Context: an optimization exercise on an open-source flow, tuned for small area and a short achievable clock period. The choices shown serve that exercise and are no tape-out recipe. Only simulation tests tie the RTL to the original design; equivalence was not proved. No activity file was given, so power comes from the tool's default toggle rates.

Design video_subsystem, start of the top module:
module video_subsystem #(
   parameter int H_PIXELS   = 800,
   parameter int V_LINES    = 600,
   parameter int FIFO_BEATS = 16
) (
   input  logic               cpu_clk_g,
   input  logic               rst,
   input  logic               af_full,
   output logic               af_wr_en,
   output logic               af_op,
   output logic [30:0]        af_addr_din,
   output logic [127:0]       wdf_din,
   input  logic               rdf_valid,
   input  logic [127:0]       rdf_dout,
   output logic               rdf_rd_en,
   output logic [23:0]        video,
   output logic               video_valid,
   input  logic               video_ready,
   input  logic [5:0]         gp_frame,
   input  logic               gp_trigger,
   output logic               frame_interrupt,
   input  logic               fill_start,
   input  logic [5:0]         fill_frame,
   input  logic [23:0]        fill_color,
   output logic               fill_done
);
   logic        feeder_req;
   logic        feeder_req_nx;
   logic [23:0] feeder_addr_nx;
   logic        feeder_grant;
   logic        fill_req;
   logic        fill_req_nx;
   logic [23:0] fill_addr_nx;
   logic [23:0] fill_color_nx;
   logic        fill_grant;
   logic [23:0] addr;
   logic [23:0] wpix;
   assign rdf_rd_en   = 1'b1;
   assign af_addr_din = {6'b0, addr, 1'b0};
   assign wdf_din     = {4{8'h00, wpix}};
   pixel_feeder #(
      .H_PIXELS   (H_PIXELS),
      .V_LINES    (V_LINES),
      .FIFO_BEATS (FIFO_BEATS)
   ) pixel_feeder_i (
  ...
Settings: LEC_CHECK=0, CAP_MARGIN=20, CORE_MARGIN=2, CORE_UTILIZATION=55, CTS_CLUSTER_DIAMETER=80, CTS_CLUSTER_SIZE=24, SETUP_SLACK_MARGIN=2.85, SLEW_MARGIN=20; clock period 5.0 ns.
standard.sh (not shown) runs the stock make flow with config.mk's settings and CLKGATE_MAP_FILE= SYNTH_SCRIPT=/design/flow/synth_recipe.tcl, a recipe that flattens the netlist after the stock synthesis.
==> flow/flow/run.sh <==
#!/bin/bash
# The standard layout (standard.sh), with the port buffers inserted as
# sky130_fd_sc_hd__buf_1 instead of the default delay-cell buffer. Every
# port still gets its own buffer; the resizer may upsize them later.
set -o pipefail
export BUFFER_PORTS_ARGS="-buffer_cell sky130_fd_sc_hd__buf_1"
bash standard.sh > standard.log 2>&1
The first run passed the timing, design-rule and antenna checks.
Next try:
SETUP_SLACK_MARGIN = 2.7   (was 2.85)
TNS_END_PERCENT = 20   (was unset)
What happened: The new run completed without violations. Fmax is about the same. Power fell by about 1.6%. Worst setup slack hardly moves. Routed wire length falls by 3.9%. Worst hold slack hardly moves. Cell count drops by about 2.1%. Die area does not change. First-iteration DRC count went down by about 4%. Final area decreases by about 4%. Flip-flop and latch count is unchanged.
Next try:
==> flow/flow/run.sh (replaced) <==
#!/bin/bash
# The standard layout (standard.sh), with two changes: the port buffers
# are inserted as sky130_fd_sc_hd__buf_1 instead of the default delay-cell
# buffer (every port still gets its own buffer; the resizer may upsize it),
# and clock tree synthesis adds no dummy loads.
set -o pipefail
export BUFFER_PORTS_ARGS="-buffer_cell sky130_fd_sc_hd__buf_1"
export CTS_ARGS="-sink_clustering_enable -repair_clock_nets -sink_clustering_size 24 -sink_clustering_max_diameter 80 -dont_use_dummy_load"
bash standard.sh > standard.log 2>&1
TNS_END_PERCENT = unset   (was 20)
Outcome: Cell area barely changes; maximum frequency goes down by about 0.4%; setup slack gets worse by 0.0093 ns; non-clock buffer count came out higher by 3; global-route usage barely changes.
Next try:
==> flow/flow/run.sh (replaced) <==
#!/bin/bash
# The standard layout (standard.sh), with the port buffers inserted as
# sky130_fd_sc_hd__buf_1 instead of the default delay-cell buffer. Every
# port still gets its own buffer; the resizer may upsize them later.
set -o pipefail
export BUFFER_PORTS_ARGS="-buffer_cell sky130_fd_sc_hd__buf_1"
bash standard.sh > standard.log 2>&1
CORE_UTILIZATION = 70   (was 55)
Outcome:
- The changed run finished with timing, DRC and antenna clean
- clock skew shrinks by 0.021 ns
- total power grows by about 1.8%
- first-iteration DRC count grows by about 20%
- cell area barely changes
- sequential power is about the same
- clock power grows by 5.2%
Next try:
==> flow/run.sh (new file) <==
#!/bin/bash
# synth_recipe.tcl (not shown) runs the flow's synth.tcl, then flattens the netlist and writes it again
# the make line also repeats each setting of config.mk as NAME=value (left out here)
make -C /OpenROAD-flow-scripts/flow DESIGN_CONFIG=/design/flow/config.mk WORK_HOME=/design/flow/orfs CLKGATE_MAP_FILE= SYNTH_SCRIPT=/design/flow/synth_recipe.tcl finish
CORE_UTILIZATION = 55   (was 70)
removed: flow/flow/run.sh
removed: flow/standard.sh
Effect: Die area rises by 27%. Clock power rises by about 3.4%. Global-route usage falls by 7.9 points. Routed wire length rises by about 5.6%. Fmax rises by 1.6%.
Next try:
==> flow/flow/run.sh (new file) <==
#!/bin/bash
# The standard layout (standard.sh), with two changes: the port buffers
# are inserted as sky130_fd_sc_hd__buf_1 instead of the default delay-cell
# buffer (every port still gets its own buffer; the resizer may upsize it),
# and clock tree synthesis adds no dummy loads.
set -o pipefail
export BUFFER_PORTS_ARGS="-buffer_cell sky130_fd_sc_hd__buf_1"
export CTS_ARGS="-sink_clustering_enable -repair_clock_nets -sink_clustering_size 24 -sink_clustering_max_diameter 80 -dont_use_dummy_load"
bash standard.sh > standard.log 2>&1
==> flow/standard.sh (new file) <==
#!/bin/bash
# synth_recipe.tcl (not shown) runs the flow's synth.tcl, then flattens the netlist and writes it again
# the make line also repeats each setting of config.mk as NAME=value (left out here)
make -C /OpenROAD-flow-scripts/flow DESIGN_CONFIG=/design/flow/config.mk WORK_HOME=/design/flow/orfs CLKGATE_MAP_FILE= SYNTH_SCRIPT=/design/flow/synth_recipe.tcl "${@:-finish}"
GPL_TIMING_DRIVEN = 0   (was unset)
removed: flow/run.sh
What happened:
- The new run completed with no timing, DRC or antenna violations
- clock power fell by about 4.4%
- clock-buffer cell count went down by 64
- first-iteration DRC count rises by about 50%
- routed wire length went up by about 20%
- utilization rose by 4.9 points

-- afterwards: timing with drivers on the ports --
No port has a modelled driver above. Below, the same layouts with a new extraction and two added sets of constraints.
Step 1 (the two cells are an assumption about what drives the block):
set clk [get_ports {cpu_clk_g}]
set_driving_cell -lib_cell sky130_fd_sc_hd__clkbuf_16 $clk
set_driving_cell -lib_cell sky130_fd_sc_hd__buf_2 [delete_from_list [all_inputs] $clk]
Step 2 moves the port delays by t, midway between the first and last clock arrival at a register: inputs arrive t later, outputs are due t later. That takes back most of the time a late clock gives input paths.
Three values: ideal ports, drivers, drivers and shift; two values: the first two.
run	t, ns	setup slack, ns	worst hold slack (ns)	worst setup path at the end	slew at the worst register clock pin (ns)
the first run	0.798	2.646 / 2.601 / 1.964	0.446 / 0.397 / 0.450	input to register	0.10 / 0.10
the second run	0.780	2.649 / 2.608 / 1.971	0.445 / 0.433 / 0.445	input to register	0.10 / 0.10
the third run	0.764	2.639 / 2.596 / 1.972	0.448 / 0.436 / 0.448	input to register	0.10 / 0.10
the fourth run	0.775	2.610 / 2.610 / 1.953	0.445 / 0.435 / 0.445	input to register	0.10 / 0.10
the fifth run	0.786	2.649 / 2.617 / 2.140	0.444 / 0.444 / 0.444	input to register	0.10 / 0.10
the sixth run	0.804	2.611 / 2.600 / 1.972	0.446 / 0.404 / 0.446	input to register	0.10 / 0.10
After both steps setup and hold are still met in every run listed. The setup slack of the first run, which loses most, moves by -0.045 ns with the drivers and by -0.682 ns with both steps.
